This design comes from an exercise in tuning for small area, a short achievable clock period and few clock cycles per item on the open sky130 flow, not from production work.
No run shown here included a check of the RTL's function; only the layout flow was run.

## flow/design.v (module list and top-level ports; edited modules follow where they fit)
// module butterfly_pipe_unit: 2002 lines
module butterfly_pipe_unit #(
    parameter int unsigned WIDTH         = 16,
    parameter int unsigned FRACTION_BITS = 14,
    parameter int unsigned TAG_WIDTH     = 5
) (
    input  logic                 CLK,
    input  logic                 RST,
    input  logic                 in_valid,
    output logic                 in_ready,
    input  logic [WIDTH-1:0]     in_1_real,
    input  logic [WIDTH-1:0]     in_1_imag,
    input  logic [WIDTH-1:0]     in_2_real,
    input  logic [WIDTH-1:0]     in_2_imag,
    input  logic [WIDTH-1:0]     twiddle_real,
    input  logic [WIDTH-1:0]     twiddle_imag,
    input  logic [TAG_WIDTH-1:0] in_tag,
    input  logic                 mode_inverse,
    input  logic                 scale_half,
    output logic                 out_valid,
    input  logic                 out_ready,
    output logic [WIDTH-1:0]     even_real,
    output logic [WIDTH-1:0]     even_imag,
    output logic [WIDTH-1:0]     odd_real,
    output logic [WIDTH-1:0]     odd_imag,
    output logic [TAG_WIDTH-1:0] out_tag,
    output logic                 ovf_flag,
    input  logic                 ovf_clear
);
  // ...
==> flow/run.sh <==
#!/bin/bash
# synth_recipe.tcl (not shown) runs the flow's synth.tcl, then flattens the netlist and writes it again
# the make line also repeats each setting of config.mk as NAME=value (left out here)
make -C /OpenROAD-flow-scripts/flow DESIGN_CONFIG=/design/flow/config.mk WORK_HOME=/design/flow/orfs CLKGATE_MAP_FILE= SYNTH_SCRIPT=/design/flow/synth_recipe.tcl finish
==> flow/config.mk <==
export PLATFORM = sky130hd
export DESIGN_NAME = butterfly_pipe_unit
export DESIGN_NICKNAME = butterfly_pipe_unit
export VERILOG_FILES = /design/flow/design.v
export SDC_FILE = /design/flow/constraint.sdc
export NUM_CORES = 4
export LEC_CHECK = 0
export ABC_CLOCK_PERIOD_IN_PS = 3000
export CAP_MARGIN = 20
export CORE_MARGIN = 2
export CORE_UTILIZATION = 40
export SETUP_SLACK_MARGIN = 5
export SLEW_MARGIN = 20
==> flow/constraint.sdc <==
create_clock -name core_clock -period 10.0 [get_ports {CLK}]
set_input_delay 2.0000 -clock core_clock [delete_from_list [all_inputs] [get_ports {CLK}]]
set_output_delay 2.0000 -clock core_clock [all_outputs]
set_load 0.01 [all_outputs]
==> notes.md, run 1 <==
WHS Path Cells=0; largest net degree at the start of global routing=151; Worst Setup SP=b1r_q[4]$_DFFE_PP_; Hold Startpoint=a1i_q[10]$_DFFE_PP_; post-DP HPWL=87100 microns; count leader, synth=inv_1; die width=331 microns; endpoints failing hold=0; TAP cells=1403; compound-gate portion of the synthesized area=14.8%; CTS Buf Count=44; Die ar.=110000 sq um; Critical Path Sink Type=flip-flop; outcome=finished clean; Period Utilization, post-route=50.6%; Reg2Reg Depth=16; Worst slew margin=35.7%; drt via density=5.65; final instance area=48600 sq um; Die Y-Extent=331 microns; final setup vio count=0; mux contribution to synthesized area=1.79%; post-placement cell count=5471; Max Cap Violations=0; fin util=45.6%; ANT cells=0; post-synthesis adder-cell area fraction=31.0%; buffering overhead=7.22%; met2 Usage GRT=37.9%
==> inputs of run 2 (changes only) <==
--- a/flow/design.v
+++ b/flow/design.v
@@ -1629,340 +1629,193 @@
     wire fs1561 = ~(pp918 ^ pp1054);
     wire fc1562 = pp918 | pp1054;
     wire hs1563 = fs1561 ^ fc1558;
     wire hc1564 = fs1561 & fc1558;
     wire [32:0] xi_s = {1'b1, fc1562, fc1560, hc1556, fc1548, hc1540, fc1528, hc1516, fc1500, hc1484, fc1464, hc1444, fc1420, hc1396, fc1368, hc1340, hc1310, fs1307, fc1250, hc1224, hc1198, hc1176, fs1173, fs1151, fs1133, fs1115, fs1101, fs1087, fs1077, fs1067, fs1061, fc1056, pp919};
     wire [32:0] xi_c = {1'b0, hc1564, hs1563, fs1559, hs1555, fs1547, hs1539, fs1527, hs1515, fs1499, hs1483, fs1463, hs1443, fs1419, hs1395, fs1367, hs1339, hs1309, hs1279, fs1249, hs1223, hs1197, hs1175, hs1153, hs1135, hs1117, hs1103, hs1089, hs1079, hs1069, hs1063, hs1057, fs1055};
     wire [14:0] xi_lo = {1'b0, xi_s[13:0]} + {1'b0, xi_c[13:0]};
     logic                    v2_q;
-    logic [WIDTH-1:0]        a2r_q, a2i_q;
+    logic [WIDTH:0]          ah2r_q, ah2i_q;
     logic [SW-1:0]           p2r_s_q, p2r_c_q, p2i_s_q, p2i_c_q;
     logic                    p2r_k_q, p2i_k_q;
     logic                    half2_q;
     logic [TAG_WIDTH-1:0]    tag2_q;
     always_ff @(posedge CLK) begin
         if (!RST)      v2_q <= 1'b0;
         else if (en_q) v2_q <= v1_q;
         if (en_q) begin
-            a2r_q   <= a1r_q;  a2i_q <= a1i_q;
+            ah2r_q  <= {a1r_q[WIDTH-1], a1r_q} + (WIDTH+1)'(half1_q);
+            ah2i_q  <= {a1i_q[WIDTH-1], a1i_q} + (WIDTH+1)'(half1_q);
             p2r_s_q <= xr_s[32:14];  p2r_c_q <= xr_c[32:14];  p2r_k_q <= xr_lo[14];
             p2i_s_q <= xi_s[32:14];  p2i_c_q <= xi_c[32:14];  p2i_k_q <= xi_lo[14];
             half2_q <= half1_q;
             tag2_q  <= tag1_q;
         end
     end
-    wire fs1565 = a2r_q[0] ^ p2r_s_q[0] ^ p2r_c_q[0];
-    wire fc1566 = (a2r_q[0] & p2r_s_q[0]) | (a2r_q[0] & p2r_c_q[0]) | (p2r_s_q[0] & p2r_c_q[0]);
-    wire hs1567 = half2_q ^ p2r_k_q;
-    wire hc1568 = half2_q & p2r_k_q;
-    wire fs1569 = a2r_q[1] ^ p2r_s_q[1] ^ p2r_c_q[1];
-    wire fc1570 = (a2r_q[1] & p2r_s_q[1]) | (a2r_q[1] & p2r_c_q[1]) | (p2r_s_q[1] & p2r_c_q[1]);
-    wire hs1571 = hc1568 ^ fc1566;
-    wire hc1572 = hc1568 & fc1566;
-    wire fs1573 = a2r_q[2] ^ p2r_s_q[2] ^ p2r_c_q[2];
-    wire fc1574 = (a2r_q[2] & p2r_s_q[2]) | (a2r_q[2] & p2r_c_q[2]) | (p2r_s_q[2] & p2r_c_q[2]);
-    wire hs1575 = fc1570 ^ fs1573;
-    wire hc1576 = fc1570 & fs1573;
-    wire fs1577 = a2r_q[3] ^ p2r_s_q[3] ^ p2r_c_q[3];
-    wire fc1578 = (a2r_q[3] & p2r_s_q[3]) | (a2r_q[3] & p2r_c_q[3]) | (p2r_s_q[3] & p2r_c_q[3]);
-    wire hs1579 = fc1574 ^ fs1577;
-    wire hc1580 = fc1574 & fs1577;
-    wire fs1581 = a2r_q[4] ^ p2r_s_q[4] ^ p2r_c_q[4];
-    wire fc1582 = (a2r_q[4] & p2r_s_q[4]) | (a2r_q[4] & p2r_c_q[4]) | (p2r_s_q[4] & p2r_c_q[4]);
-    wire hs1583 = fc1578 ^ fs1581;
-    wire hc1584 = fc1578 & fs1581;
-    wire fs1585 = a2r_q[5] ^ p2r_s_q[5] ^ p2r_c_q[5];
-    wire fc1586 = (a2r_q[5] & p2r_s_q[5]) | (a2r_q[5] & p2r_c_q[5]) | (p2r_s_q[5] & p2r_c_q[5]);
-    wire hs1587 = fc1582 ^ fs1585;
-    wire hc1588 = fc1582 & fs1585;
-    wire fs1589 = a2r_q[6] ^ p2r_s_q[6] ^ p2r_c_q[6];
-    wire fc1590 = (a2r_q[6] & p2r_s_q[6]) | (a2r_q[6] & p2r_c_q[6]) | (p2r_s_q[6] & p2r_c_q[6]);
-    wire hs1591 = fc1586 ^ fs1589;
-    wire hc1592 = fc1586 & fs1589;
-    wire fs1593 = a2r_q[7] ^ p2r_s_q[7] ^ p2r_c_q[7];
-    wire fc1594 = (a2r_q[7] & p2r_s_q[7]) | (a2r_q[7] & p2r_c_q[7]) | (p2r_s_q[7] & p2r_c_q[7]);
-    wire hs1595 = fc1590 ^ fs1593;
-    wire hc1596 = fc1590 & fs1593;
-    wire fs1597 = a2r_q[8] ^ p2r_s_q[8] ^ p2r_c_q[8];
-    wire fc1598 = (a2r_q[8] & p2r_s_q[8]) | (a2r_q[8] & p2r_c_q[8]) | (p2r_s_q[8] & p2r_c_q[8]);
-    wire hs1599 = fc1594 ^ fs1597;
-    wire hc1600 = fc1594 & fs1597;
-    wire fs1601 = a2r_q[9] ^ p2r_s_q[9] ^ p2r_c_q[9];
-    wire fc1602 = (a2r_q[9] & p2r_s_q[9]) | (a2r_q[9] & p2r_c_q[9]) | (p2r_s_q[9] & p2r_c_q[9]);
-    wire hs1603 = fc1598 ^ fs1601;
-    wire hc1604 = fc1598 & fs1601;
-    wire fs1605 = a2r_q[10] ^ p2r_s_q[10] ^ p2r_c_q[10];
-    wire fc1606 = (a2r_q[10] & p2r_s_q[10]) | (a2r_q[10] & p2r_c_q[10]) | (p2r_s_q[10] & p2r_c_q[10]);
-    wire hs1607 = fc1602 ^ fs1605;
-    wire hc1608 = fc1602 & fs1605;
-    wire fs1609 = a2r_q[11] ^ p2r_s_q[11] ^ p2r_c_q[11];
-    wire fc1610 = (a2r_q[11] & p2r_s_q[11]) | (a2r_q[11] & p2r_c_q[11]) | (p2r_s_q[11] & p2r_c_q[11]);
-    wire hs1611 = fc1606 ^ fs1609;
-    wire hc1612 = fc1606 & fs1609;
-    wire fs1613 = a2r_q[12] ^ p2r_s_q[12] ^ p2r_c_q[12];
-    wire fc1614 = (a2r_q[12] & p2r_s_q[12]) | (a2r_q[12] & p2r_c_q[12]) | (p2r_s_q[12] & p2r_c_q[12]);
-    wire hs1615 = fc1610 ^ fs1613;
-    wire hc1616 = fc1610 & fs1613;
-    wire fs1617 = a2r_q[13] ^ p2r_s_q[13] ^ p2r_c_q[13];
-    wire fc1618 = (a2r_q[13] & p2r_s_q[13]) | (a2r_q[13] & p2r_c_q[13]) | (p2r_s_q[13] & p2r_c_q[13]);
-    wire hs1619 = fc1614 ^ fs1617;
-    wire hc1620 = fc1614 & fs1617;
-    wire fs1621 = a2r_q[14] ^ p2r_s_q[14] ^ p2r_c_q[14];
-    wire fc1622 = (a2r_q[14] & p2r_s_q[14]) | (a2r_q[14] & p2r_c_q[14]) | (p2r_s_q[14] & p2r_c_q[14]);
-    wire hs1623 = fc1618 ^ fs1621;
-    wire hc1624 = fc1618 & fs1621;
-    wire fs1625 = ~a2r_q[15] ^ p2r_s_q[15] ^ p2r_c_q[15];
-    wire fc1626 = (~a2r_q[15] & p2r_s_q[15]) | (~a2r_q[15] & p2r_c_q[15]) | (p2r_s_q[15] & p2r_c_q[15]);
-    wire fs1627 = ~(fc1622 ^ fs1625);
-    wire fc1628 = fc1622 | fs1625;
-    wire fs1629 = ~(p2r_s_q[16] ^ p2r_c_q[16]);
-    wire fc1630 = p2r_s_q[16] | p2r_c_q[16];
-    wire hs1631 = fc1626 ^ fs1629;
-    wire hc1632 = fc1626 & fs1629;
-    wire fs1633 = ~(p2r_s_q[17] ^ p2r_c_q[17]);
-    wire fc1634 = p2r_s_q[17] | p2r_c_q[17];
-    wire hs1635 = fc1630 ^ fs1633;
-    wire hc1636 = fc1630 & fs1633;
-    wire fs1637 = ~(p2r_s_q[18] ^ p2r_c_q[18]);
-    wire fc1638 = p2r_s_q[18] | p2r_c_q[18];
-    wire hs1639 = fc1634 ^ fs1637;
-    wire hc1640 = fc1634 & fs1637;
-    wire signed [18:0] ser = {hc1636, hc1632, fc1628, hc1624, hc1620, hc1616, hc1612, hc1608, hc1604, hc1600, hc1596, hc1592, hc1588, hc1584, hc1580, hc1576, hc1572, fs1569, fs1565} + {hs1639, hs1635, hs1631, fs1627, hs1623, hs1619, hs1615, hs1611, hs1607, hs1603, hs1599, hs1595, hs1591, hs1587, hs1583, hs1579, hs1575, hs1571, hs1567};
-    wire fs1641 = a2r_q[0] ^ ~p2r_s_q[0] ^ ~p2r_c_q[0];
-    wire fc1642 = (a2r_q[0] & ~p2r_s_q[0]) | (a2r_q[0] & ~p2r_c_q[0]) | (~p2r_s_q[0] & ~p2r_c_q[0]);
-    wire fs1643 = ~(half2_q ^ ~p2r_k_q);
-    wire fc1644 = half2_q | ~p2r_k_q;
-    wire fs1645 = a2r_q[1] ^ ~p2r_s_q[1] ^ ~p2r_c_q[1];
-    wire fc1646 = (a2r_q[1] & ~p2r_s_q[1]) | (a2r_q[1] & ~p2r_c_q[1]) | (~p2r_s_q[1] & ~p2r_c_q[1]);
-    wire hs1647 = fc1642 ^ fc1644;
-    wire hc1648 = fc1642 & fc1644;
-    wire fs1649 = a2r_q[2] ^ ~p2r_s_q[2] ^ ~p2r_c_q[2];
-    wire fc1650 = (a2r_q[2] & ~p2r_s_q[2]) | (a2r_q[2] & ~p2r_c_q[2]) | (~p2r_s_q[2] & ~p2r_c_q[2]);
-    wire hs1651 = fc1646 ^ fs1649;
-    wire hc1652 = fc1646 & fs1649;
-    wire fs1653 = a2r_q[3] ^ ~p2r_s_q[3] ^ ~p2r_c_q[3];
-    wire fc1654 = (a2r_q[3] & ~p2r_s_q[3]) | (a2r_q[3] & ~p2r_c_q[3]) | (~p2r_s_q[3] & ~p2r_c_q[3]);
-    wire hs1655 = fc1650 ^ fs1653;
-    wire hc1656 = fc1650 & fs1653;
-    wire fs1657 = a2r_q[4] ^ ~p2r_s_q[4] ^ ~p2r_c_q[4];
-    wire fc1658 = (a2r_q[4] & ~p2r_s_q[4]) | (a2r_q[4] & ~p2r_c_q[4]) | (~p2r_s_q[4] & ~p2r_c_q[4]);
-    wire hs1659 = fc1654 ^ fs1657;
-    wire hc1660 = fc1654 & fs1657;
-    wire fs1661 = a2r_q[5] ^ ~p2r_s_q[5] ^ ~p2r_c_q[5];
-    wire fc1662 = (a2r_q[5] & ~p2r_s_q[5]) | (a2r_q[5] & ~p2r_c_q[5]) | (~p2r_s_q[5] & ~p2r_c_q[5]);
-    wire hs1663 = fc1658 ^ fs1661;
-    wire hc1664 = fc1658 & fs1661;
-    wire fs1665 = a2r_q[6] ^ ~p2r_s_q[6] ^ ~p2r_c_q[6];
-    wire fc1666 = (a2r_q[6] & ~p2r_s_q[6]) | (a2r_q[6] & ~p2r_c_q[6]) | (~p2r_s_q[6] & ~p2r_c_q[6]);
-    wire hs1667 = fc1662 ^ fs1665;
-    wire hc1668 = fc1662 & fs1665;
-    wire fs1669 = a2r_q[7] ^ ~p2r_s_q[7] ^ ~p2r_c_q[7];
-    wire fc1670 = (a2r_q[7] & ~p2r_s_q[7]) | (a2r_q[7] & ~p2r_c_q[7]) | (~p2r_s_q[7] & ~p2r_c_q[7]);
-    wire hs1671 = fc1666 ^ fs1669;
-    wire hc1672 = fc1666 & fs1669;
-    wire fs1673 = a2r_q[8] ^ ~p2r_s_q[8] ^ ~p2r_c_q[8];
-    wire fc1674 = (a2r_q[8] & ~p2r_s_q[8]) | (a2r_q[8] & ~p2r_c_q[8]) | (~p2r_s_q[8] & ~p2r_c_q[8]);
-    wire hs1675 = fc1670 ^ fs1673;
-    wire hc1676 = fc1670 & fs1673;
-    wire fs1677 = a2r_q[9] ^ ~p2r_s_q[9] ^ ~p2r_c_q[9];
-    wire fc1678 = (a2r_q[9] & ~p2r_s_q[9]) | (a2r_q[9] & ~p2r_c_q[9]) | (~p2r_s_q[9] & ~p2r_c_q[9]);
-    wire hs1679 = fc1674 ^ fs1677;
-    wire hc1680 = fc1674 & fs1677;
-    wire fs1681 = a2r_q[10] ^ ~p2r_s_q[10] ^ ~p2r_c_q[10];
-    wire fc1682 = (a2r_q[10] & ~p2r_s_q[10]) | (a2r_q[10] & ~p2r_c_q[10]) | (~p2r_s_q[10] & ~p2r_c_q[10]);
-    wire hs1683 = fc1678 ^ fs1681;
-    wire hc1684 = fc1678 & fs1681;
-    wire fs1685 = a2r_q[11] ^ ~p2r_s_q[11] ^ ~p2r_c_q[11];
-    wire fc1686 = (a2r_q[11] & ~p2r_s_q[11]) | (a2r_q[11] & ~p2r_c_q[11]) | (~p2r_s_q[11] & ~p2r_c_q[11]);
-    wire hs1687 = fc1682 ^ fs1685;
-    wire hc1688 = fc1682 & fs1685;
-    wire fs1689 = a2r_q[12] ^ ~p2r_s_q[12] ^ ~p2r_c_q[12];
-    wire fc1690 = (a2r_q[12] & ~p2r_s_q[12]) | (a2r_q[12] & ~p2r_c_q[12]) | (~p2r_s_q[12] & ~p2r_c_q[12]);
-    wire hs1691 = fc1686 ^ fs1689;
-    wire hc1692 = fc1686 & fs1689;
-    wire fs1693 = a2r_q[13] ^ ~p2r_s_q[13] ^ ~p2r_c_q[13];
-    wire fc1694 = (a2r_q[13] & ~p2r_s_q[13]) | (a2r_q[13] & ~p2r_c_q[13]) | (~p2r_s_q[13] & ~p2r_c_q[13]);
-    wire hs1695 = fc1690 ^ fs1693;
-    wire hc1696 = fc1690 & fs1693;
-    wire fs1697 = a2r_q[14] ^ ~p2r_s_q[14] ^ ~p2r_c_q[14];
-    wire fc1698 = (a2r_q[14] & ~p2r_s_q[14]) | (a2r_q[14] & ~p2r_c_q[14]) | (~p2r_s_q[14] & ~p2r_c_q[14]);
-    wire hs1699 = fc1694 ^ fs1697;
-    wire hc1700 = fc1694 & fs1697;
-    wire fs1701 = ~a2r_q[15] ^ ~p2r_s_q[15] ^ ~p2r_c_q[15];
-    wire fc1702 = (~a2r_q[15] & ~p2r_s_q[15]) | (~a2r_q[15] & ~p2r_c_q[15]) | (~p2r_s_q[15] & ~p2r_c_q[15]);
-    wire fs1703 = ~(fc1698 ^ fs1701);
-    wire fc1704 = fc1698 | fs1701;
-    wire fs1705 = ~(~p2r_s_q[16] ^ ~p2r_c_q[16]);
-    wire fc1706 = ~p2r_s_q[16] | ~p2r_c_q[16];
-    wire hs1707 = fc1702 ^ fs1705;
-    wire hc1708 = fc1702 & fs1705;
-    wire fs1709 = ~(~p2r_s_q[17] ^ ~p2r_c_q[17]);
-    wire fc1710 = ~p2r_s_q[17] | ~p2r_c_q[17];
-    wire hs1711 = fc1706 ^ fs1709;
-    wire hc1712 = fc1706 & fs1709;
-    wire fs1713 = ~(~p2r_s_q[18] ^ ~p2r_c_q[18]);
-    wire fc1714 = ~p2r_s_q[18] | ~p2r_c_q[18];
-    wire hs1715 = fc1710 ^ fs1713;
-    wire hc1716 = fc1710 & fs1713;
-    wire signed [18:0] sor = {hc1712, hc1708, fc1704, hc1700, hc1696, hc1692, hc1688, hc1684, hc1680, hc1676, hc1672, hc1668, hc1664, hc1660, hc1656, hc1652, hc1648, fs1645, fs1641} + {hs1715, hs1711, hs1707, fs1703, hs1699, hs1695, hs1691, hs1687, hs1683, hs1679, hs1675, hs1671, hs1667, hs1663, hs1659, hs1655, hs1651, hs1647, fs1643};
-    wire fs1717 = a2i_q[0] ^ p2i_s_q[0] ^ p2i_c_q[0];
-    wire fc1718 = (a2i_q[0] & p2i_s_q[0]) | (a2i_q[0] & p2i_c_q[0]) | (p2i_s_q[0] & p2i_c_q[0]);
-    wire hs1719 = half2_q ^ p2i_k_q;
-    wire hc1720 = half2_q & p2i_k_q;
-    wire fs1721 = a2i_q[1] ^ p2i_s_q[1] ^ p2i_c_q[1];
-    wire fc1722 = (a2i_q[1] & p2i_s_q[1]) | (a2i_q[1] & p2i_c_q[1]) | (p2i_s_q[1] & p2i_c_q[1]);
-    wire hs1723 = hc1720 ^ fc1718;
-    wire hc1724 = hc1720 & fc1718;
-    wire fs1725 = a2i_q[2] ^ p2i_s_q[2] ^ p2i_c_q[2];
-    wire fc1726 = (a2i_q[2] & p2i_s_q[2]) | (a2i_q[2] & p2i_c_q[2]) | (p2i_s_q[2] & p2i_c_q[2]);
-    wire hs1727 = fc1722 ^ fs1725;
-    wire hc1728 = fc1722 & fs1725;
-    wire fs1729 = a2i_q[3] ^ p2i_s_q[3] ^ p2i_c_q[3];
-    wire fc1730 = (a2i_q[3] & p2i_s_q[3]) | (a2i_q[3] & p2i_c_q[3]) | (p2i_s_q[3] & p2i_c_q[3]);
-    wire hs1731 = fc1726 ^ fs1729;
-    wire hc1732 = fc1726 & fs1729;
-    wire fs1733 = a2i_q[4] ^ p2i_s_q[4] ^ p2i_c_q[4];
-    wire fc1734 = (a2i_q[4] & p2i_s_q[4]) | (a2i_q[4] & p2i_c_q[4]) | (p2i_s_q[4] & p2i_c_q[4]);
-    wire hs1735 = fc1730 ^ fs1733;
-    wire hc1736 = fc1730 & fs1733;
-    wire fs1737 = a2i_q[5] ^ p2i_s_q[5] ^ p2i_c_q[5];
-    wire fc1738 = (a2i_q[5] & p2i_s_q[5]) | (a2i_q[5] & p2i_c_q[5]) | (p2i_s_q[5] & p2i_c_q[5]);
-    wire hs1739 = fc1734 ^ fs1737;
-    wire hc1740 = fc1734 & fs1737;
-    wire fs1741 = a2i_q[6] ^ p2i_s_q[6] ^ p2i_c_q[6];
-    wire fc1742 = (a2i_q[6] & p2i_s_q[6]) | (a2i_q[6] & p2i_c_q[6]) | (p2i_s_q[6] & p2i_c_q[6]);
-    wire hs1743 = fc1738 ^ fs1741;
-    wire hc1744 = fc1738 & fs1741;
-    wire fs1745 = a2i_q[7] ^ p2i_s_q[7] ^ p2i_c_q[7];
-    wire fc1746 = (a2i_q[7] & p2i_s_q[7]) | (a2i_q[7] & p2i_c_q[7]) | (p2i_s_q[7] & p2i_c_q[7]);
-    wire hs1747 = fc1742 ^ fs1745;
-    wire hc1748 = fc1742 & fs1745;
-    wire fs1749 = a2i_q[8] ^ p2i_s_q[8] ^ p2i_c_q[8];
-    wire fc1750 = (a2i_q[8] & p2i_s_q[8]) | (a2i_q[8] & p2i_c_q[8]) | (p2i_s_q[8] & p2i_c_q[8]);
-    wire hs1751 = fc1746 ^ fs1749;
-    wire hc1752 = fc1746 & fs1749;
-    wire fs1753 = a2i_q[9] ^ p2i_s_q[9] ^ p2i_c_q[9];
-    wire fc1754 = (a2i_q[9] & p2i_s_q[9]) | (a2i_q[9] & p2i_c_q[9]) | (p2i_s_q[9] & p2i_c_q[9]);
-    wire hs1755 = fc1750 ^ fs1753;
-    wire hc1756 = fc1750 & fs1753;
-    wire fs1757 = a2i_q[10] ^ p2i_s_q[10] ^ p2i_c_q[10];
-    wire fc1758 = (a2i_q[10] & p2i_s_q[10]) | (a2i_q[10] & p2i_c_q[10]) | (p2i_s_q[10] & p2i_c_q[10]);
-    wire hs1759 = fc1754 ^ fs1757;
-    wire hc1760 = fc1754 & fs1757;
-    wire fs1761 = a2i_q[11] ^ p2i_s_q[11] ^ p2i_c_q[11];
-    wire fc1762 = (a2i_q[11] & p2i_s_q[11]) | (a2i_q[11] & p2i_c_q[11]) | (p2i_s_q[11] & p2i_c_q[11]);
-    wire hs1763 = fc1758 ^ fs1761;
-    wire hc1764 = fc1758 & fs1761;
-    wire fs1765 = a2i_q[12] ^ p2i_s_q[12] ^ p2i_c_q[12];
-    wire fc1766 = (a2i_q[12] & p2i_s_q[12]) | (a2i_q[12] & p2i_c_q[12]) | (p2i_s_q[12] & p2i_c_q[12]);
-    wire hs1767 = fc1762 ^ fs1765;
-    wire hc1768 = fc1762 & fs1765;
-    wire fs1769 = a2i_q[13] ^ p2i_s_q[13] ^ p2i_c_q[13];
-    wire fc1770 = (a2i_q[13] & p2i_s_q[13]) | (a2i_q[13] & p2i_c_q[13]) | (p2i_s_q[13] & p2i_c_q[13]);
-    wire hs1771 = fc1766 ^ fs1769;
-    wire hc1772 = fc1766 & fs1769;
-    wire fs1773 = a2i_q[14] ^ p2i_s_q[14] ^ p2i_c_q[14];
-    wire fc1774 = (a2i_q[14] & p2i_s_q[14]) | (a2i_q[14] & p2i_c_q[14]) | (p2i_s_q[14] & p2i_c_q[14]);
-    wire hs1775 = fc1770 ^ fs1773;
-    wire hc1776 = fc1770 & fs1773;
-    wire fs1777 = ~a2i_q[15] ^ p2i_s_q[15] ^ p2i_c_q[15];
-    wire fc1778 = (~a2i_q[15] & p2i_s_q[15]) | (~a2i_q[15] & p2i_c_q[15]) | (p2i_s_q[15] & p2i_c_q[15]);
-    wire fs1779 = ~(fc1774 ^ fs1777);
-    wire fc1780 = fc1774 | fs1777;
-    wire fs1781 = ~(p2i_s_q[16] ^ p2i_c_q[16]);
-    wire fc1782 = p2i_s_q[16] | p2i_c_q[16];
-    wire hs1783 = fc1778 ^ fs1781;
-    wire hc1784 = fc1778 & fs1781;
-    wire fs1785 = ~(p2i_s_q[17] ^ p2i_c_q[17]);
-    wire fc1786 = p2i_s_q[17] | p2i_c_q[17];
-    wire hs1787 = fc1782 ^ fs1785;
-    wire hc1788 = fc1782 & fs1785;
-    wire fs1789 = ~(p2i_s_q[18] ^ p2i_c_q[18]);
-    wire fc1790 = p2i_s_q[18] | p2i_c_q[18];
-    wire hs1791 = fc1786 ^ fs1789;
-    wire hc1792 = fc1786 & fs1789;
-    wire signed [18:0] sei = {hc1788, hc1784, fc1780, hc1776, hc1772, hc1768, hc1764, hc1760, hc1756, hc1752, hc1748, hc1744, hc1740, hc1736, hc1732, hc1728, hc1724, fs1721, fs1717} + {hs1791, hs1787, hs1783, fs1779, hs1775, hs1771, hs1767, hs1763, hs1759, hs1755, hs1751, hs1747, hs1743, hs1739, hs1735, hs1731, hs1727, hs1723, hs1719};
-    wire fs1793 = a2i_q[0] ^ ~p2i_s_q[0] ^ ~p2i_c_q[0];
-    wire fc1794 = (a2i_q[0] & ~p2i_s_q[0]) | (a2i_q[0] & ~p2i_c_q[0]) | (~p2i_s_q[0] & ~p2i_c_q[0]);
-    wire fs1795 = ~(half2_q ^ ~p2i_k_q);
-    wire fc1796 = half2_q | ~p2i_k_q;
-    wire fs1797 = a2i_q[1] ^ ~p2i_s_q[1] ^ ~p2i_c_q[1];
-    wire fc1798 = (a2i_q[1] & ~p2i_s_q[1]) | (a2i_q[1] & ~p2i_c_q[1]) | (~p2i_s_q[1] & ~p2i_c_q[1]);
-    wire hs1799 = fc1794 ^ fc1796;
-    wire hc1800 = fc1794 & fc1796;
-    wire fs1801 = a2i_q[2] ^ ~p2i_s_q[2] ^ ~p2i_c_q[2];
-    wire fc1802 = (a2i_q[2] & ~p2i_s_q[2]) | (a2i_q[2] & ~p2i_c_q[2]) | (~p2i_s_q[2] & ~p2i_c_q[2]);
-    wire hs1803 = fc1798 ^ fs1801;
-    wire hc1804 = fc1798 & fs1801;
-    wire fs1805 = a2i_q[3] ^ ~p2i_s_q[3] ^ ~p2i_c_q[3];
-    wire fc1806 = (a2i_q[3] & ~p2i_s_q[3]) | (a2i_q[3] & ~p2i_c_q[3]) | (~p2i_s_q[3] & ~p2i_c_q[3]);
-    wire hs1807 = fc1802 ^ fs1805;
-    wire hc1808 = fc1802 & fs1805;
-    wire fs1809 = a2i_q[4] ^ ~p2i_s_q[4] ^ ~p2i_c_q[4];
-    wire fc1810 = (a2i_q[4] & ~p2i_s_q[4]) | (a2i_q[4] & ~p2i_c_q[4]) | (~p2i_s_q[4] & ~p2i_c_q[4]);
-    wire hs1811 = fc1806 ^ fs1809;
-    wire hc1812 = fc1806 & fs1809;
-    wire fs1813 = a2i_q[5] ^ ~p2i_s_q[5] ^ ~p2i_c_q[5];
-    wire fc1814 = (a2i_q[5] & ~p2i_s_q[5]) | (a2i_q[5] & ~p2i_c_q[5]) | (~p2i_s_q[5] & ~p2i_c_q[5]);
-    wire hs1815 = fc1810 ^ fs1813;
-    wire hc1816 = fc1810 & fs1813;
-    wire fs1817 = a2i_q[6] ^ ~p2i_s_q[6] ^ ~p2i_c_q[6];
-    wire fc1818 = (a2i_q[6] & ~p2i_s_q[6]) | (a2i_q[6] & ~p2i_c_q[6]) | (~p2i_s_q[6] & ~p2i_c_q[6]);
-    wire hs1819 = fc1814 ^ fs1817;
-    wire hc1820 = fc1814 & fs1817;
-    wire fs1821 = a2i_q[7] ^ ~p2i_s_q[7] ^ ~p2i_c_q[7];
-    wire fc1822 = (a2i_q[7] & ~p2i_s_q[7]) | (a2i_q[7] & ~p2i_c_q[7]) | (~p2i_s_q[7] & ~p2i_c_q[7]);
-    wire hs1823 = fc1818 ^ fs1821;
-    wire hc1824 = fc1818 & fs1821;
-    wire fs1825 = a2i_q[8] ^ ~p2i_s_q[8] ^ ~p2i_c_q[8];
-    wire fc1826 = (a2i_q[8] & ~p2i_s_q[8]) | (a2i_q[8] & ~p2i_c_q[8]) | (~p2i_s_q[8] & ~p2i_c_q[8]);
-    wire hs1827 = fc1822 ^ fs1825;
-    wire hc1828 = fc1822 & fs1825;
-    wire fs1829 = a2i_q[9] ^ ~p2i_s_q[9] ^ ~p2i_c_q[9];
-    wire fc1830 = (a2i_q[9] & ~p2i_s_q[9]) | (a2i_q[9] & ~p2i_c_q[9]) | (~p2i_s_q[9] & ~p2i_c_q[9]);
-    wire hs1831 = fc1826 ^ fs1829;
-    wire hc1832 = fc1826 & fs1829;
-    wire fs1833 = a2i_q[10] ^ ~p2i_s_q[10] ^ ~p2i_c_q[10];
-    wire fc1834 = (a2i_q[10] & ~p2i_s_q[10]) | (a2i_q[10] & ~p2i_c_q[10]) | (~p2i_s_q[10] & ~p2i_c_q[10]);
-    wire hs1835 = fc1830 ^ fs1833;
-    wire hc1836 = fc1830 & fs1833;
-    wire fs1837 = a2i_q[11] ^ ~p2i_s_q[11] ^ ~p2i_c_q[11];
-    wire fc1838 = (a2i_q[11] & ~p2i_s_q[11]) | (a2i_q[11] & ~p2i_c_q[11]) | (~p2i_s_q[11] & ~p2i_c_q[11]);
-    wire hs1839 = fc1834 ^ fs1837;
-    wire hc1840 = fc1834 & fs1837;
-    wire fs1841 = a2i_q[12] ^ ~p2i_s_q[12] ^ ~p2i_c_q[12];
-    wire fc1842 = (a2i_q[12] & ~p2i_s_q[12]) | (a2i_q[12] & ~p2i_c_q[12]) | (~p2i_s_q[12] & ~p2i_c_q[12]);
-    wire hs1843 = fc1838 ^ fs1841;
-    wire hc1844 = fc1838 & fs1841;
-    wire fs1845 = a2i_q[13] ^ ~p2i_s_q[13] ^ ~p2i_c_q[13];
-    wire fc1846 = (a2i_q[13] & ~p2i_s_q[13]) | (a2i_q[13] & ~p2i_c_q[13]) | (~p2i_s_q[13] & ~p2i_c_q[13]);
-    wire hs1847 = fc1842 ^ fs1845;
-    wire hc1848 = fc1842 & fs1845;
-    wire fs1849 = a2i_q[14] ^ ~p2i_s_q[14] ^ ~p2i_c_q[14];
-    wire fc1850 = (a2i_q[14] & ~p2i_s_q[14]) | (a2i_q[14] & ~p2i_c_q[14]) | (~p2i_s_q[14] & ~p2i_c_q[14]);
-    wire hs1851 = fc1846 ^ fs1849;
-    wire hc1852 = fc1846 & fs1849;
-    wire fs1853 = ~a2i_q[15] ^ ~p2i_s_q[15] ^ ~p2i_c_q[15];
-    wire fc1854 = (~a2i_q[15] & ~p2i_s_q[15]) | (~a2i_q[15] & ~p2i_c_q[15]) | (~p2i_s_q[15] & ~p2i_c_q[15]);
-    wire fs1855 = ~(fc1850 ^ fs1853);
-    wire fc1856 = fc1850 | fs1853;
-    wire fs1857 = ~(~p2i_s_q[16] ^ ~p2i_c_q[16]);
-    wire fc1858 = ~p2i_s_q[16] | ~p2i_c_q[16];
-    wire hs1859 = fc1854 ^ fs1857;
-    wire hc1860 = fc1854 & fs1857;
-    wire fs1861 = ~(~p2i_s_q[17] ^ ~p2i_c_q[17]);
-    wire fc1862 = ~p2i_s_q[17] | ~p2i_c_q[17];
-    wire hs1863 = fc1858 ^ fs1861;
-    wire hc1864 = fc1858 & fs1861;
-    wire fs1865 = ~(~p2i_s_q[18] ^ ~p2i_c_q[18]);
-    wire fc1866 = ~p2i_s_q[18] | ~p2i_c_q[18];
-    wire hs1867 = fc1862 ^ fs1865;
-    wire hc1868 = fc1862 & fs1865;
-    wire signed [18:0] soi = {hc1864, hc1860, fc1856, hc1852, hc1848, hc1844, hc1840, hc1836, hc1832, hc1828, hc1824, hc1820, hc1816, hc1812, hc1808, hc1804, hc1800, fs1797, fs1793} + {hs1867, hs1863, hs1859, fs1855, hs1851, hs1847, hs1843, hs1839, hs1835, hs1831, hs1827, hs1823, hs1819, hs1815, hs1811, hs1807, hs1803, hs1799, fs1795};
+    wire fs1565 = ah2r_q[0] ^ p2r_s_q[0] ^ p2r_c_q[0];
+    wire fc1566 = (ah2r_q[0] & p2r_s_q[0]) | (ah2r_q[0] & p2r_c_q[0]) | (p2r_s_q[0] & p2r_c_q[0]);
+    wire fs1567 = ah2r_q[1] ^ p2r_s_q[1] ^ p2r_c_q[1];
+    wire fc1568 = (ah2r_q[1] & p2r_s_q[1]) | (ah2r_q[1] & p2r_c_q[1]) | (p2r_s_q[1] & p2r_c_q[1]);
+    wire fs1569 = ah2r_q[2] ^ p2r_s_q[2] ^ p2r_c_q[2];
+    wire fc1570 = (ah2r_q[2] & p2r_s_q[2]) | (ah2r_q[2] & p2r_c_q[2]) | (p2r_s_q[2] & p2r_c_q[2]);
+    wire fs1571 = ah2r_q[3] ^ p2r_s_q[3] ^ p2r_c_q[3];
+    wire fc1572 = (ah2r_q[3] & p2r_s_q[3]) | (ah2r_q[3] & p2r_c_q[3]) | (p2r_s_q[3] & p2r_c_q[3]);
+    wire fs1573 = ah2r_q[4] ^ p2r_s_q[4] ^ p2r_c_q[4];
+    wire fc1574 = (ah2r_q[4] & p2r_s_q[4]) | (ah2r_q[4] & p2r_c_q[4]) | (p2r_s_q[4] & p2r_c_q[4]);
+    wire fs1575 = ah2r_q[5] ^ p2r_s_q[5] ^ p2r_c_q[5];
+    wire fc1576 = (ah2r_q[5] & p2r_s_q[5]) | (ah2r_q[5] & p2r_c_q[5]) | (p2r_s_q[5] & p2r_c_q[5]);
+    wire fs1577 = ah2r_q[6] ^ p2r_s_q[6] ^ p2r_c_q[6];
+    wire fc1578 = (ah2r_q[6] & p2r_s_q[6]) | (ah2r_q[6] & p2r_c_q[6]) | (p2r_s_q[6] & p2r_c_q[6]);
+    wire fs1579 = ah2r_q[7] ^ p2r_s_q[7] ^ p2r_c_q[7];
+    wire fc1580 = (ah2r_q[7] & p2r_s_q[7]) | (ah2r_q[7] & p2r_c_q[7]) | (p2r_s_q[7] & p2r_c_q[7]);
+    wire fs1581 = ah2r_q[8] ^ p2r_s_q[8] ^ p2r_c_q[8];
+    wire fc1582 = (ah2r_q[8] & p2r_s_q[8]) | (ah2r_q[8] & p2r_c_q[8]) | (p2r_s_q[8] & p2r_c_q[8]);
+    wire fs1583 = ah2r_q[9] ^ p2r_s_q[9] ^ p2r_c_q[9];
+    wire fc1584 = (ah2r_q[9] & p2r_s_q[9]) | (ah2r_q[9] & p2r_c_q[9]) | (p2r_s_q[9] & p2r_c_q[9]);
+    wire fs1585 = ah2r_q[10] ^ p2r_s_q[10] ^ p2r_c_q[10];
+    wire fc1586 = (ah2r_q[10] & p2r_s_q[10]) | (ah2r_q[10] & p2r_c_q[10]) | (p2r_s_q[10] & p2r_c_q[10]);
+    wire fs1587 = ah2r_q[11] ^ p2r_s_q[11] ^ p2r_c_q[11];
+    wire fc1588 = (ah2r_q[11] & p2r_s_q[11]) | (ah2r_q[11] & p2r_c_q[11]) | (p2r_s_q[11] & p2r_c_q[11]);
+    wire fs1589 = ah2r_q[12] ^ p2r_s_q[12] ^ p2r_c_q[12];
+    wire fc1590 = (ah2r_q[12] & p2r_s_q[12]) | (ah2r_q[12] & p2r_c_q[12]) | (p2r_s_q[12] & p2r_c_q[12]);
+    wire fs1591 = ah2r_q[13] ^ p2r_s_q[13] ^ p2r_c_q[13];
+    wire fc1592 = (ah2r_q[13] & p2r_s_q[13]) | (ah2r_q[13] & p2r_c_q[13]) | (p2r_s_q[13] & p2r_c_q[13]);
+    wire fs1593 = ah2r_q[14] ^ p2r_s_q[14] ^ p2r_c_q[14];
+    wire fc1594 = (ah2r_q[14] & p2r_s_q[14]) | (ah2r_q[14] & p2r_c_q[14]) | (p2r_s_q[14] & p2r_c_q[14]);
+    wire fs1595 = ah2r_q[15] ^ p2r_s_q[15] ^ p2r_c_q[15];
+    wire fc1596 = (ah2r_q[15] & p2r_s_q[15]) | (ah2r_q[15] & p2r_c_q[15]) | (p2r_s_q[15] & p2r_c_q[15]);
+    wire fs1597 = ah2r_q[16] ^ p2r_s_q[16] ^ p2r_c_q[16];
+    wire fc1598 = (ah2r_q[16] & p2r_s_q[16]) | (ah2r_q[16] & p2r_c_q[16]) | (p2r_s_q[16] & p2r_c_q[16]);
+    wire fs1599 = ah2r_q[16] ^ p2r_s_q[17] ^ p2r_c_q[17];
+    wire fc1600 = (ah2r_q[16] & p2r_s_q[17]) | (ah2r_q[16] & p2r_c_q[17]) | (p2r_s_q[17] & p2r_c_q[17]);
+    wire fs1601 = ah2r_q[16] ^ p2r_s_q[18] ^ p2r_c_q[18];
+    wire fc1602 = (ah2r_q[16] & p2r_s_q[18]) | (ah2r_q[16] & p2r_c_q[18]) | (p2r_s_q[18] & p2r_c_q[18]);
+    wire [19:0] sumer = {{fs1601, fs1599, fs1597, fs1595, fs1593, fs1591, fs1589, fs1587, fs1585, fs1583, fs1581, fs1579, fs1577, fs1575, fs1573, fs1571, fs1569, fs1567, fs1565}, 1'b1} + {{fc1600, fc1598, fc1596, fc1594, fc1592, fc1590, fc1588, fc1586, fc1584, fc1582, fc1580, fc1578, fc1576, fc1574, fc1572, fc1570, fc1568, fc1566, p2r_k_q}, 1'b0};
+    wire signed [18:0] ser = sumer[19:1];
+    wire fs1603 = ah2r_q[0] ^ ~p2r_s_q[0] ^ ~p2r_c_q[0];
+    wire fc1604 = (ah2r_q[0] & ~p2r_s_q[0]) | (ah2r_q[0] & ~p2r_c_q[0]) | (~p2r_s_q[0] & ~p2r_c_q[0]);
+    wire fs1605 = ah2r_q[1] ^ ~p2r_s_q[1] ^ ~p2r_c_q[1];
+    wire fc1606 = (ah2r_q[1] & ~p2r_s_q[1]) | (ah2r_q[1] & ~p2r_c_q[1]) | (~p2r_s_q[1] & ~p2r_c_q[1]);
+    wire fs1607 = ah2r_q[2] ^ ~p2r_s_q[2] ^ ~p2r_c_q[2];
+    wire fc1608 = (ah2r_q[2] & ~p2r_s_q[2]) | (ah2r_q[2] & ~p2r_c_q[2]) | (~p2r_s_q[2] & ~p2r_c_q[2]);
+    wire fs1609 = ah2r_q[3] ^ ~p2r_s_q[3] ^ ~p2r_c_q[3];
+    wire fc1610 = (ah2r_q[3] & ~p2r_s_q[3]) | (ah2r_q[3] & ~p2r_c_q[3]) | (~p2r_s_q[3] & ~p2r_c_q[3]);
+    wire fs1611 = ah2r_q[4] ^ ~p2r_s_q[4] ^ ~p2r_c_q[4];
+    wire fc1612 = (ah2r_q[4] & ~p2r_s_q[4]) | (ah2r_q[4] & ~p2r_c_q[4]) | (~p2r_s_q[4] & ~p2r_c_q[4]);
+    wire fs1613 = ah2r_q[5] ^ ~p2r_s_q[5] ^ ~p2r_c_q[5];
+    wire fc1614 = (ah2r_q[5] & ~p2r_s_q[5]) | (ah2r_q[5] & ~p2r_c_q[5]) | (~p2r_s_q[5] & ~p2r_c_q[5]);
+    wire fs1615 = ah2r_q[6] ^ ~p2r_s_q[6] ^ ~p2r_c_q[6];
+    wire fc1616 = (ah2r_q[6] & ~p2r_s_q[6]) | (ah2r_q[6] & ~p2r_c_q[6]) | (~p2r_s_q[6] & ~p2r_c_q[6]);
+    wire fs1617 = ah2r_q[7] ^ ~p2r_s_q[7] ^ ~p2r_c_q[7];
+    wire fc1618 = (ah2r_q[7] & ~p2r_s_q[7]) | (ah2r_q[7] & ~p2r_c_q[7]) | (~p2r_s_q[7] & ~p2r_c_q[7]);
+    wire fs1619 = ah2r_q[8] ^ ~p2r_s_q[8] ^ ~p2r_c_q[8];
+    wire fc1620 = (ah2r_q[8] & ~p2r_s_q[8]) | (ah2r_q[8] & ~p2r_c_q[8]) | (~p2r_s_q[8] & ~p2r_c_q[8]);
+    wire fs1621 = ah2r_q[9] ^ ~p2r_s_q[9] ^ ~p2r_c_q[9];
+    wire fc1622 = (ah2r_q[9] & ~p2r_s_q[9]) | (ah2r_q[9] & ~p2r_c_q[9]) | (~p2r_s_q[9] & ~p2r_c_q[9]);
+    wire fs1623 = ah2r_q[10] ^ ~p2r_s_q[10] ^ ~p2r_c_q[10];
+    wire fc1624 = (ah2r_q[10] & ~p2r_s_q[10]) | (ah2r_q[10] & ~p2r_c_q[10]) | (~p2r_s_q[10] & ~p2r_c_q[10]);
+    wire fs1625 = ah2r_q[11] ^ ~p2r_s_q[11] ^ ~p2r_c_q[11];
+    wire fc1626 = (ah2r_q[11] & ~p2r_s_q[11]) | (ah2r_q[11] & ~p2r_c_q[11]) | (~p2r_s_q[11] & ~p2r_c_q[11]);
+    wire fs1627 = ah2r_q[12] ^ ~p2r_s_q[12] ^ ~p2r_c_q[12];
+    wire fc1628 = (ah2r_q[12] & ~p2r_s_q[12]) | (ah2r_q[12] & ~p2r_c_q[12]) | (~p2r_s_q[12] & ~p2r_c_q[12]);
+    wire fs1629 = ah2r_q[13] ^ ~p2r_s_q[13] ^ ~p2r_c_q[13];
+    wire fc1630 = (ah2r_q[13] & ~p2r_s_q[13]) | (ah2r_q[13] & ~p2r_c_q[13]) | (~p2r_s_q[13] & ~p2r_c_q[13]);
+    wire fs1631 = ah2r_q[14] ^ ~p2r_s_q[14] ^ ~p2r_c_q[14];
+    wire fc1632 = (ah2r_q[14] & ~p2r_s_q[14]) | (ah2r_q[14] & ~p2r_c_q[14]) | (~p2r_s_q[14] & ~p2r_c_q[14]);
+    wire fs1633 = ah2r_q[15] ^ ~p2r_s_q[15] ^ ~p2r_c_q[15];
+    wire fc1634 = (ah2r_q[15] & ~p2r_s_q[15]) | (ah2r_q[15] & ~p2r_c_q[15]) | (~p2r_s_q[15] & ~p2r_c_q[15]);
+    wire fs1635 = ah2r_q[16] ^ ~p2r_s_q[16] ^ ~p2r_c_q[16];
+    wire fc1636 = (ah2r_q[16] & ~p2r_s_q[16]) | (ah2r_q[16] & ~p2r_c_q[16]) | (~p2r_s_q[16] & ~p2r_c_q[16]);
+    wire fs1637 = ah2r_q[16] ^ ~p2r_s_q[17] ^ ~p2r_c_q[17];
+    wire fc1638 = (ah2r_q[16] & ~p2r_s_q[17]) | (ah2r_q[16] & ~p2r_c_q[17]) | (~p2r_s_q[17] & ~p2r_c_q[17]);
+    wire fs1639 = ah2r_q[16] ^ ~p2r_s_q[18] ^ ~p2r_c_q[18];
+    wire fc1640 = (ah2r_q[16] & ~p2r_s_q[18]) | (ah2r_q[16] & ~p2r_c_q[18]) | (~p2r_s_q[18] & ~p2r_c_q[18]);
+    wire [19:0] sumor = {{fs1639, fs1637, fs1635, fs1633, fs1631, fs1629, fs1627, fs1625, fs1623, fs1621, fs1619, fs1617, fs1615, fs1613, fs1611, fs1609, fs1607, fs1605, fs1603}, 1'b1} + {{fc1638, fc1636, fc1634, fc1632, fc1630, fc1628, fc1626, fc1624, fc1622, fc1620, fc1618, fc1616, fc1614, fc1612, fc1610, fc1608, fc1606, fc1604, ~p2r_k_q}, 1'b1};
+    wire signed [18:0] sor = sumor[19:1];
+    wire fs1641 = ah2i_q[0] ^ p2i_s_q[0] ^ p2i_c_q[0];
+    wire fc1642 = (ah2i_q[0] & p2i_s_q[0]) | (ah2i_q[0] & p2i_c_q[0]) | (p2i_s_q[0] & p2i_c_q[0]);
+    wire fs1643 = ah2i_q[1] ^ p2i_s_q[1] ^ p2i_c_q[1];
+    wire fc1644 = (ah2i_q[1] & p2i_s_q[1]) | (ah2i_q[1] & p2i_c_q[1]) | (p2i_s_q[1] & p2i_c_q[1]);
+    wire fs1645 = ah2i_q[2] ^ p2i_s_q[2] ^ p2i_c_q[2];
+    wire fc1646 = (ah2i_q[2] & p2i_s_q[2]) | (ah2i_q[2] & p2i_c_q[2]) | (p2i_s_q[2] & p2i_c_q[2]);
+    wire fs1647 = ah2i_q[3] ^ p2i_s_q[3] ^ p2i_c_q[3];
+    wire fc1648 = (ah2i_q[3] & p2i_s_q[3]) | (ah2i_q[3] & p2i_c_q[3]) | (p2i_s_q[3] & p2i_c_q[3]);
+    wire fs1649 = ah2i_q[4] ^ p2i_s_q[4] ^ p2i_c_q[4];
+    wire fc1650 = (ah2i_q[4] & p2i_s_q[4]) | (ah2i_q[4] & p2i_c_q[4]) | (p2i_s_q[4] & p2i_c_q[4]);
+    wire fs1651 = ah2i_q[5] ^ p2i_s_q[5] ^ p2i_c_q[5];
+    wire fc1652 = (ah2i_q[5] & p2i_s_q[5]) | (ah2i_q[5] & p2i_c_q[5]) | (p2i_s_q[5] & p2i_c_q[5]);
+    wire fs1653 = ah2i_q[6] ^ p2i_s_q[6] ^ p2i_c_q[6];
+    wire fc1654 = (ah2i_q[6] & p2i_s_q[6]) | (ah2i_q[6] & p2i_c_q[6]) | (p2i_s_q[6] & p2i_c_q[6]);
+    wire fs1655 = ah2i_q[7] ^ p2i_s_q[7] ^ p2i_c_q[7];
+    wire fc1656 = (ah2i_q[7] & p2i_s_q[7]) | (ah2i_q[7] & p2i_c_q[7]) | (p2i_s_q[7] & p2i_c_q[7]);
+    wire fs1657 = ah2i_q[8] ^ p2i_s_q[8] ^ p2i_c_q[8];
+    wire fc1658 = (ah2i_q[8] & p2i_s_q[8]) | (ah2i_q[8] & p2i_c_q[8]) | (p2i_s_q[8] & p2i_c_q[8]);
+    wire fs1659 = ah2i_q[9] ^ p2i_s_q[9] ^ p2i_c_q[9];
+    wire fc1660 = (ah2i_q[9] & p2i_s_q[9]) | (ah2i_q[9] & p2i_c_q[9]) | (p2i_s_q[9] & p2i_c_q[9]);
+    wire fs1661 = ah2i_q[10] ^ p2i_s_q[10] ^ p2i_c_q[10];
+    wire fc1662 = (ah2i_q[10] & p2i_s_q[10]) | (ah2i_q[10] & p2i_c_q[10]) | (p2i_s_q[10] & p2i_c_q[10]);
+    wire fs1663 = ah2i_q[11] ^ p2i_s_q[11] ^ p2i_c_q[11];
+    wire fc1664 = (ah2i_q[11] & p2i_s_q[11]) | (ah2i_q[11] & p2i_c_q[11]) | (p2i_s_q[11] & p2i_c_q[11]);
+    wire fs1665 = ah2i_q[12] ^ p2i_s_q[12] ^ p2i_c_q[12];
+    wire fc1666 = (ah2i_q[12] & p2i_s_q[12]) | (ah2i_q[12] & p2i_c_q[12]) | (p2i_s_q[12] & p2i_c_q[12]);
+    wire fs1667 = ah2i_q[13] ^ p2i_s_q[13] ^ p2i_c_q[13];
+    wire fc1668 = (ah2i_q[13] & p2i_s_q[13]) | (ah2i_q[13] & p2i_c_q[13]) | (p2i_s_q[13] & p2i_c_q[13]);
+    wire fs1669 = ah2i_q[14] ^ p2i_s_q[14] ^ p2i_c_q[14];
+    wire fc1670 = (ah2i_q[14] & p2i_s_q[14]) | (ah2i_q[14] & p2i_c_q[14]) | (p2i_s_q[14] & p2i_c_q[14]);
+    wire fs1671 = ah2i_q[15] ^ p2i_s_q[15] ^ p2i_c_q[15];
+    wire fc1672 = (ah2i_q[15] & p2i_s_q[15]) | (ah2i_q[15] & p2i_c_q[15]) | (p2i_s_q[15] & p2i_c_q[15]);
+    wire fs1673 = ah2i_q[16] ^ p2i_s_q[16] ^ p2i_c_q[16];
+    wire fc1674 = (ah2i_q[16] & p2i_s_q[16]) | (ah2i_q[16] & p2i_c_q[16]) | (p2i_s_q[16] & p2i_c_q[16]);
+    wire fs1675 = ah2i_q[16] ^ p2i_s_q[17] ^ p2i_c_q[17];
+    wire fc1676 = (ah2i_q[16] & p2i_s_q[17]) | (ah2i_q[16] & p2i_c_q[17]) | (p2i_s_q[17] & p2i_c_q[17]);
+    wire fs1677 = ah2i_q[16] ^ p2i_s_q[18] ^ p2i_c_q[18];
+    wire fc1678 = (ah2i_q[16] & p2i_s_q[18]) | (ah2i_q[16] & p2i_c_q[18]) | (p2i_s_q[18] & p2i_c_q[18]);
+    wire [19:0] sumei = {{fs1677, fs1675, fs1673, fs1671, fs1669, fs1667, fs1665, fs1663, fs1661, fs1659, fs1657, fs1655, fs1653, fs1651, fs1649, fs1647, fs1645, fs1643, fs1641}, 1'b1} + {{fc1676, fc1674, fc1672, fc1670, fc1668, fc1666, fc1664, fc1662, fc1660, fc1658, fc1656, fc1654, fc1652, fc1650, fc1648, fc1646, fc1644, fc1642, p2i_k_q}, 1'b0};
+    wire signed [18:0] sei = sumei[19:1];
+    wire fs1679 = ah2i_q[0] ^ ~p2i_s_q[0] ^ ~p2i_c_q[0];
+    wire fc1680 = (ah2i_q[0] & ~p2i_s_q[0]) | (ah2i_q[0] & ~p2i_c_q[0]) | (~p2i_s_q[0] & ~p2i_c_q[0]);
+    wire fs1681 = ah2i_q[1] ^ ~p2i_s_q[1] ^ ~p2i_c_q[1];
+    wire fc1682 = (ah2i_q[1] & ~p2i_s_q[1]) | (ah2i_q[1] & ~p2i_c_q[1]) | (~p2i_s_q[1] & ~p2i_c_q[1]);
+    wire fs1683 = ah2i_q[2] ^ ~p2i_s_q[2] ^ ~p2i_c_q[2];
+    wire fc1684 = (ah2i_q[2] & ~p2i_s_q[2]) | (ah2i_q[2] & ~p2i_c_q[2]) | (~p2i_s_q[2] & ~p2i_c_q[2]);
+    wire fs1685 = ah2i_q[3] ^ ~p2i_s_q[3] ^ ~p2i_c_q[3];
+    wire fc1686 = (ah2i_q[3] & ~p2i_s_q[3]) | (ah2i_q[3] & ~p2i_c_q[3]) | (~p2i_s_q[3] & ~p2i_c_q[3]);
+    wire fs1687 = ah2i_q[4] ^ ~p2i_s_q[4] ^ ~p2i_c_q[4];
+    wire fc1688 = (ah2i_q[4] & ~p2i_s_q[4]) | (ah2i_q[4] & ~p2i_c_q[4]) | (~p2i_s_q[4] & ~p2i_c_q[4]);
+    wire fs1689 = ah2i_q[5] ^ ~p2i_s_q[5] ^ ~p2i_c_q[5];
+    wire fc1690 = (ah2i_q[5] & ~p2i_s_q[5]) | (ah2i_q[5] & ~p2i_c_q[5]) | (~p2i_s_q[5] & ~p2i_c_q[5]);
+    wire fs1691 = ah2i_q[6] ^ ~p2i_s_q[6] ^ ~p2i_c_q[6];
+    wire fc1692 = (ah2i_q[6] & ~p2i_s_q[6]) | (ah2i_q[6] & ~p2i_c_q[6]) | (~p2i_s_q[6] & ~p2i_c_q[6]);
+    wire fs1693 = ah2i_q[7] ^ ~p2i_s_q[7] ^ ~p2i_c_q[7];
+    wire fc1694 = (ah2i_q[7] & ~p2i_s_q[7]) | (ah2i_q[7] & ~p2i_c_q[7]) | (~p2i_s_q[7] & ~p2i_c_q[7]);
+    wire fs1695 = ah2i_q[8] ^ ~p2i_s_q[8] ^ ~p2i_c_q[8];
+    wire fc1696 = (ah2i_q[8] & ~p2i_s_q[8]) | (ah2i_q[8] & ~p2i_c_q[8]) | (~p2i_s_q[8] & ~p2i_c_q[8]);
+    wire fs1697 = ah2i_q[9] ^ ~p2i_s_q[9] ^ ~p2i_c_q[9];
+    wire fc1698 = (ah2i_q[9] & ~p2i_s_q[9]) | (ah2i_q[9] & ~p2i_c_q[9]) | (~p2i_s_q[9] & ~p2i_c_q[9]);
+    wire fs1699 = ah2i_q[10] ^ ~p2i_s_q[10] ^ ~p2i_c_q[10];
+    wire fc1700 = (ah2i_q[10] & ~p2i_s_q[10]) | (ah2i_q[10] & ~p2i_c_q[10]) | (~p2i_s_q[10] & ~p2i_c_q[10]);
+    wire fs1701 = ah2i_q[11] ^ ~p2i_s_q[11] ^ ~p2i_c_q[11];
+    wire fc1702 = (ah2i_q[11] & ~p2i_s_q[11]) | (ah2i_q[11] & ~p2i_c_q[11]) | (~p2i_s_q[11] & ~p2i_c_q[11]);
+    wire fs1703 = ah2i_q[12] ^ ~p2i_s_q[12] ^ ~p2i_c_q[12];
+    wire fc1704 = (ah2i_q[12] & ~p2i_s_q[12]) | (ah2i_q[12] & ~p2i_c_q[12]) | (~p2i_s_q[12] & ~p2i_c_q[12]);
+    wire fs1705 = ah2i_q[13] ^ ~p2i_s_q[13] ^ ~p2i_c_q[13];
+    wire fc1706 = (ah2i_q[13] & ~p2i_s_q[13]) | (ah2i_q[13] & ~p2i_c_q[13]) | (~p2i_s_q[13] & ~p2i_c_q[13]);
+    wire fs1707 = ah2i_q[14] ^ ~p2i_s_q[14] ^ ~p2i_c_q[14];
+    wire fc1708 = (ah2i_q[14] & ~p2i_s_q[14]) | (ah2i_q[14] & ~p2i_c_q[14]) | (~p2i_s_q[14] & ~p2i_c_q[14]);
+    wire fs1709 = ah2i_q[15] ^ ~p2i_s_q[15] ^ ~p2i_c_q[15];
+    wire fc1710 = (ah2i_q[15] & ~p2i_s_q[15]) | (ah2i_q[15] & ~p2i_c_q[15]) | (~p2i_s_q[15] & ~p2i_c_q[15]);
+    wire fs1711 = ah2i_q[16] ^ ~p2i_s_q[16] ^ ~p2i_c_q[16];
+    wire fc1712 = (ah2i_q[16] & ~p2i_s_q[16]) | (ah2i_q[16] & ~p2i_c_q[16]) | (~p2i_s_q[16] & ~p2i_c_q[16]);
+    wire fs1713 = ah2i_q[16] ^ ~p2i_s_q[17] ^ ~p2i_c_q[17];
+    wire fc1714 = (ah2i_q[16] & ~p2i_s_q[17]) | (ah2i_q[16] & ~p2i_c_q[17]) | (~p2i_s_q[17] & ~p2i_c_q[17]);
+    wire fs1715 = ah2i_q[16] ^ ~p2i_s_q[18] ^ ~p2i_c_q[18];
+    wire fc1716 = (ah2i_q[16] & ~p2i_s_q[18]) | (ah2i_q[16] & ~p2i_c_q[18]) | (~p2i_s_q[18] & ~p2i_c_q[18]);
+    wire [19:0] sumoi = {{fs1715, fs1713, fs1711, fs1709, fs1707, fs1705, fs1703, fs1701, fs1699, fs1697, fs1695, fs1693, fs1691, fs1689, fs1687, fs1685, fs1683, fs1681, fs1679}, 1'b1} + {{fc1714, fc1712, fc1710, fc1708, fc1706, fc1704, fc1702, fc1700, fc1698, fc1696, fc1694, fc1692, fc1690, fc1688, fc1686, fc1684, fc1682, fc1680, ~p2i_k_q}, 1'b1};
+    wire signed [18:0] soi = sumoi[19:1];
     function automatic logic [WIDTH:0] finish(input logic signed [SW-1:0] s, input logic half);
         logic signed [SW-1:0] v;
         v = half ? (s >>> 1) : s;
         if (v[SW-1:WIDTH-1] == '0 || v[SW-1:WIDTH-1] == '1) finish = {1'b0, v[WIDTH-1:0]};
         else if (v[SW-1])  finish = {2'b11, {(WIDTH - 1){1'b0}}};
         else               finish = {2'b10, {(WIDTH - 1){1'b1}}};
     endfunction
     logic [WIDTH:0] fer, fei, for_, foi;
==> run 2 against run 1 <==
Against the previous run:
- still clean on timing, DRC and antenna
- highest routed layer is now met4
- count of clock-buffer cells in the layout shrank 4
- register-to-register slack gained 0.06 ns
- sequential share of layout area grew 1.0 points
- cell count shrank 4.6%
==> notes.md, run 2 <==
Congestion Overflow GR=0; Biggest register=skid_q; Synth Area in XOR/XNOR=13.8%; Worst slew margin=38.5% (+2.8 points); outcome=finished clean; CTS tree=yes; Initial Util=40.2%; clock latency on the worst-skew pair=0.64 ns; GPL Wtd Cong=0.894; CTS max path bufs=3; leading area contributor after synthesis=edfxtp_1; Hold WS=0.429 ns; Critical Path Sink Type=flip-flop; max reg flops=70; Die Y-Extent=326 microns (-1.6%); FILL cells=9607; most frequent cells in the layout=inv_1 (539), xnor2_1 (538), fa_1 (514), a22oi_1 (470), edfxtp_1 (371); I/O Pins=180; fin crit period=5.00 ns; Multi-input gate area=27100 sq um; largest net degree at the start of global routing=130 (-14%); top post-synthesis cells by area=edfxtp_1 (27%), fa_1 (25%), xnor2_1 (11%), a22oi_1 (8.7%), ha_1 (5.0%); Cell Rows=118; syn nets=4696; CTS Buf Count=45 (+2.3%); antenna-violating nets left=0; Cells after Synth=3902; via count=30300; synth cell count leaders=inv_1 (542), xnor2_1 (541), fa_1 (522), a22oi_1 (481), edfxtp_1 (371); Max Slew Vio Count=0; met2 Usage GRT=37.5% (-0.41 points); EDFF count, synth=371; CP max FO=8; Tot GR Track Use=23.4%; largest family of logic cells by synthesized area=adder cells; Worst Path Required=10.39 ns; Die ar.=106000 sq um (-3.2%); crit path launch type=flip-flop; Period Utilization, post-route=50.0% (-0.57 points); layout cell share with drive strength beyond 1=7.67%; min-delay worst type=flip-flop to flip-flop; Register Area=11300 sq um; most common cell after layout, fill and taps aside=inv_1; Final Skew=0.0415 ns; post-synthesis simple-gate area fraction=4.45%; DR DRC count=0; IO Port Bufs=179; DR pass1 iterations=7; ys async rst share=0%; first-pass GRT wire length=191000 microns; met3 GRT Util=4.46%; RSZ-0062 raised after global routing=yes; Largest regs=skid_q x70, out_q x69; 1st-iter DRT viols=3217; post-DP HPWL=84000 microns (-3.5%); fmax=0.200 GHz; net total in the final layout=4724; Avg Inst Size Synth=10.6 sq um; final instance area=46800 sq um (-3.7%); endpoints failing hold=0 (unchanged); initial antenna violation count=0; GR Util met1=31.3%; mux contribution to synthesized area=1.97% (+0.17 points); CTS sink cnt=377; Core Region=103000 sq um; Synth Warn #=1; Clock Tree Root=clkbuf_16; final setup vio count=0 (unchanged); area grow syn2layout=12.9%; compound-gate portion of the synthesized area=14.5% (-0.29 points); Max Cap Violations=0 (unchanged); count leader, synth=inv_1; critical path type=flip-flop to flip-flop; post-synthesis adder-cell area fraction=30.2% (-0.87 points); Yosys cell types=76; Worst Max-Slew Pin Slew=0.922 ns; Routed WL=126000 microns; Synth Register Bits=377; drt via density=5.67 (+0.49%); global route hottest layer=met2; sequential share of the synthesized area=27.2%; Worst EP arrival=5.39 ns; Post-DP Area=44500 sq um; die width=326 microns (-1.6%); H-tree levels=2; ANT cells=0 (unchanged); vias in the first global route=31100; Clock transition at path regs=0.08 ns; setup TNS=0 ns; post-synth top area share=26.9%; Main synth FF type=edfxtp_1; DR WL/cell=23.6 microns; mapped cell area=41400 sq um
[run 2: cell count changes after synthesis, moves of 8 or more]
cell	delta
a21oi_1	+19
a22o_1	-14
and2_1	-11
clkbuf_1	-8
fa_1	+8
ha_1	-76
inv_1	-118
mux2_2	+23
mux2i_1	-19
nor2_1	-21
o211a_1	-11
o21a_1	+10
o21ai_0	+18
xnor2_1	+44
[run 2: layout make-up]
cell class,instances,share of cell area [%]
clock buffer,54,2.48
clock inverter,28,0.578
inverter,555,4.56
multi-input combinational,2658,57.9
sequential,377,24.1
tap,1380,3.69
timing repair buffer,293,6.76
[run 2: path summary, 6_finish.rpt]
path                                from  slack (ns)  cells after the start                   to
hold / removal       tag1_q[2]$_DFFE_PP_        0.43                      0  tag2_q[2]$_DFFE_PP_
setup / recovery  dr1_one_q[2]$_DFFE_PP_        5.00                     16    p2i_k_q$_DFFE_PP_
hold reg to reg      tag1_q[2]$_DFFE_PP_        0.43                      0  tag2_q[2]$_DFFE_PP_
setup reg to reg  dr1_one_q[2]$_DFFE_PP_        5.00                     16    p2i_k_q$_DFFE_PP_
[run 2: metal layers]
metal	vias to the layer above	wire length, microns
met5	-	0
met4	0	5510
met3	305	11700
met2	1678	58100
met1	15200	50800
li1	13200	-
[run 2: cells by family (layout without fill, tap and decap cells)]
| group | Yosys count | after routing |
|---|---|---|
| buffers and inverters | 867 | 930 |
| adders and majority gates | 686 | 686 |
| DFF | 377 | 377 |
| and+or+nand+nor | 383 | 383 |
| muxes | 74 | 74 |
| xor gates and xnor gates | 652 | 652 |
| AOI/OAI and AO/OA | 863 | 863 |
[run 2: through the flow]
stage / utilization (%) / worst slack [ns] / std cells
floorplan: - / 5.01 / 3902
global placement: 43.1 / 4.07 / 5240
detailed placement: 43.1 / 4.00 / 5240
CTS: 44.8 / 4.78 / 5333
global route: 45.3 / 4.86 / 5345
finish: 45.3 / 5.00 / 5345
[run 2: worst max-delay path, cell delays in order (launching register included)]
cell and delay [ns]:
edfxtp_1 0.49, buf_12 0.20, a22oi_1 0.22, xnor2_1 0.12
fa_1 0.46, fa_2 0.58, inv_1 0.05, fa_1 0.44
fa_1 0.53, inv_1 0.06, fa_1 0.53, inv_1 0.04
ha_1 0.28, ha_1 0.31, and4_1 0.23, a21oi_1 0.15
nand3_1 0.09
[run 2: repair_timing]
action,4_1_cts,5_1_grt
endpoints found under the setup margin,42,79
hold buffers,0,0
hold endpoints to repair,0,0
resized for setup,63,121
gates cloned,1,4
buffers inserted,10,8
pin swaps,0,7

## static timing again, ports no longer ideal
How much do the figures lean on ideal ports? The routed layouts below were timed once more, with nothing changed but the port constraints.
Step 1: set_driving_cell puts a clkbuf_16 on CLK and a buf_2 on each other input, an assumption about the parent block.
Step 2 moves the port delays by t, midway between the first and last clock arrival at a register: inputs arrive t later, outputs are due t later. That takes back most of the time a late clock gives input paths.
Three values: no drivers, after step 1, after step 2; two values: the first two.
run	t (ns)	slack for setup (ns)	worst register clock-pin slew, ns	worst slew at a driven data input, ns	cell pins on the clock port's net
run 1	0.676	4.942 / 4.942 / 4.942	0.08 / 0.08	0.09	1
run 2	0.688	4.999 / 4.999 / 4.999	0.08 / 0.08	0.09	1
After both steps setup and hold are still met in every run listed.
